Background: an optimization exercise with open tools, aiming at small area, a short achievable clock period and few clock cycles. Do not read the settings as production practice. The RTL was checked by simulation tests, not by an equivalence proof against the original design. Power and IR drop assume default switching activity.

## mac_acc_array
module mac_acc_array #(
    parameter int DW    = mac_pkg::MAC_DW,
    parameter int LANES = 8,
    parameter int ACCW  = 2 * DW + 8
) (
    input  logic                  clk,
    input  logic                  rst_n,
    input  logic                  in_valid,
    output logic                  in_ready,
    input  logic [LANES*DW-1:0]   A,
    input  logic [LANES*DW-1:0]   W,
    input  logic                  Asigned,
    input  logic                  Wsigned,
    input  logic                  acc_clr,
    input  logic                  acc_last,
    output logic                  out_valid,
    input  logic                  out_ready,
    output logic [LANES*ACCW-1:0] Q,
    output logic [LANES-1:0]      ovf
);
Size: roughly 340 I/O pins, ~33000 sq um of cells after synthesis.
==> flow/config.mk <==
export PLATFORM = sky130hd
export DESIGN_NAME = mac_acc_array
export DESIGN_NICKNAME = mac_acc_array
export VERILOG_FILES = /design/flow/design.v
export SDC_FILE = /design/flow/constraint.sdc
export NUM_CORES = 4
export LEC_CHECK = 0
export CAP_MARGIN = 20
export CORE_MARGIN = 2
export CORE_UTILIZATION = 40
export CTS_CLUSTER_DIAMETER = 80
export CTS_CLUSTER_SIZE = 25
export SETUP_SLACK_MARGIN = 2.3
export SLEW_MARGIN = 20
==> flow/constraint.sdc <==
create_clock -name core_clock -period 5.6 [get_ports {clk}]
set_input_delay 1.1200 -clock core_clock [delete_from_list [all_inputs] [get_ports {clk}]]
set_output_delay 1.1200 -clock core_clock [all_outputs]
set_load 0.01 [all_outputs]
standard.sh (not shown) runs the stock make flow with config.mk's settings and CLKGATE_MAP_FILE= SYNTH_SCRIPT=/design/flow/synth_recipe.tcl, a recipe that flattens the netlist after the stock synthesis.
==> flow/flow/run.sh <==
#!/bin/bash
# Own layout flow: the standard flow with two changes.
#  1. After the standard synthesis, full-adder cells are rewired to their
#     complemented inputs/outputs where that removes inverters
#     (fa_polarity.py; same logic function, same registers).
#  2. Ports are buffered with a small buffer instead of the default delay cell.
# Each tool's output goes to a log file of its own in the work folder.
set -euo pipefail
W=$(pwd)
R=$W/orfs/results/$FLOW_PLATFORM/mac_acc_array/base
bash standard.sh "$R/1_2_yosys.v" > "$W/flow_synth.log" 2>&1
cp "$R/1_2_yosys.v" "$W/1_2_yosys.standard.v"
python3 "$W/flow/fa_polarity.py" "$W/1_2_yosys.standard.v" "$R/1_2_yosys.v" > "$W/flow_fa_polarity.log" 2>&1
touch "$R/1_2_yosys.v" "$R/1_2_yosys.sdc"
BUFFER_PORTS_ARGS="-buffer_cell ${PORT_BUFFER:-sky130_fd_sc_hd__buf_1}" \
  bash standard.sh finish > "$W/flow_layout.log" 2>&1
Other scripts of this flow, unchanged in this note and not shown: flow/flow/fa_polarity.py
The first run completed with no timing, DRC or antenna violations.
Testbench counts at the start, summed over its fixed seeds: cycles 32,255.
Then changed:
CTS_CLUSTER_DIAMETER = not set   (was 80)
CTS_CLUSTER_SIZE = not set   (was 25)
Outcome: Critical path depth is unchanged; power came out higher by 4.0%; hold slack stays flat; die area stays the same; first-iteration DRC count rises by 7.4%; via count is higher by 0.86%; routed wire length climbs by 0.60%.
Then changed:
SETUP_SLACK_MARGIN = 2.4   (was 2.3)
=> The changed run completed without violations. Worst hold slack loses 0.0054 ns. Global-route usage went up by 0.34 points. Utilization went up by 1.4 points. Via count went up by 1.9%. Design area went up by about 3%.
Then changed:
SETUP_SLACK_MARGIN = 2.1   (was 2.4)
Wire length falls by a few percent.
Area after synthesis stays the same.
Die area is unchanged.
Power decreases by a few percent.
Maximum frequency came out lower by a few percent.
Then changed:
--- a/flow/flow/run.sh
+++ b/flow/flow/run.sh
@@ -6 +6 @@
-#  2. Ports are buffered with a small buffer instead of the default delay cell.
+#  2. Ports are buffered with buf_2 instead of the default delay cell.
@@ -15 +15 @@
-BUFFER_PORTS_ARGS="-buffer_cell ${PORT_BUFFER:-sky130_fd_sc_hd__buf_1}" \
+BUFFER_PORTS_ARGS="-buffer_cell ${PORT_BUFFER:-sky130_fd_sc_hd__buf_2}" \
SETUP_SLACK_MARGIN = 2.3   (was 2.1)
=> The changed run finished clean; first-iteration DRC count fell by 5.5%; clock-buffer cell count is higher by 4; area after synthesis is unchanged; non-clock buffer count rises by 1; wire length hardly moves; synthesized cell count is unchanged; clock skew came out higher by 0.0083 ns; critical path depth stays the same; via count goes up by 1.2%; sequential share of layout area decreases by 0.53 points.
Then changed:
--- a/flow/flow/run.sh
+++ b/flow/flow/run.sh
@@ -6 +6 @@
-#  2. Ports are buffered with buf_2 instead of the default delay cell.
+#  2. Ports are buffered with a small buffer instead of the default delay cell.
@@ -15 +15 @@
-BUFFER_PORTS_ARGS="-buffer_cell ${PORT_BUFFER:-sky130_fd_sc_hd__buf_2}" \
+BUFFER_PORTS_ARGS="-buffer_cell ${PORT_BUFFER:-sky130_fd_sc_hd__buf_1}" \
SETUP_SLACK_MARGIN = 2.6   (was 2.3)
Result: Critical path depth went up by 7; core utilization goes up by 3.7 points; first-iteration DRC count grows by 17%; count of clock-buffer cells in the layout goes up by 2; worst setup slack gets better by 0.043 ns; final area increases by 7.8%.

## separate check: timing with driven ports
The results above use ideal ports. As a check the final layouts listed here were re-extracted and re-timed, cells and wires unchanged. Step 1 (the two cells are an assumption about what drives the block):
set clk [get_ports {clk}]
set_driving_cell -lib_cell sky130_fd_sc_hd__clkbuf_16 $clk
set_driving_cell -lib_cell sky130_fd_sc_hd__buf_2 [delete_from_list [all_inputs] $clk]
Step 2 times the ports against the registers' clock, not the clock port: input delays grow and output delays shrink by t, the midpoint of the rising clock arrivals with the driver on. Three values: ideal, step 1, step 2; two values: the first two.
run | shift t [ns] | slack for setup (ns) | slew at the worst register clock pin (ns)
the first run | 0.625 | 2.310 / 2.310 / 1.708 | 0.10 / 0.10
the second run | 0.637 | 2.352 / 2.352 / 1.716 | 0.06 / 0.06
the third run | 0.647 | 2.378 / 2.378 / 1.751 | 0.07 / 0.07
the fourth run | 0.649 | 2.165 / 2.197 / 1.548 | 0.06 / 0.06
the fifth run | 0.646 | 2.363 / 2.377 / 1.732 | 0.07 / 0.07
the sixth run | 0.649 | 2.406 / 2.406 / 1.885 | 0.07 / 0.07
After both steps every run listed still meets setup and hold. For the second run, which loses most, drivers alone change the setup slack by 0.000 ns; drivers and shift together by -0.636 ns.
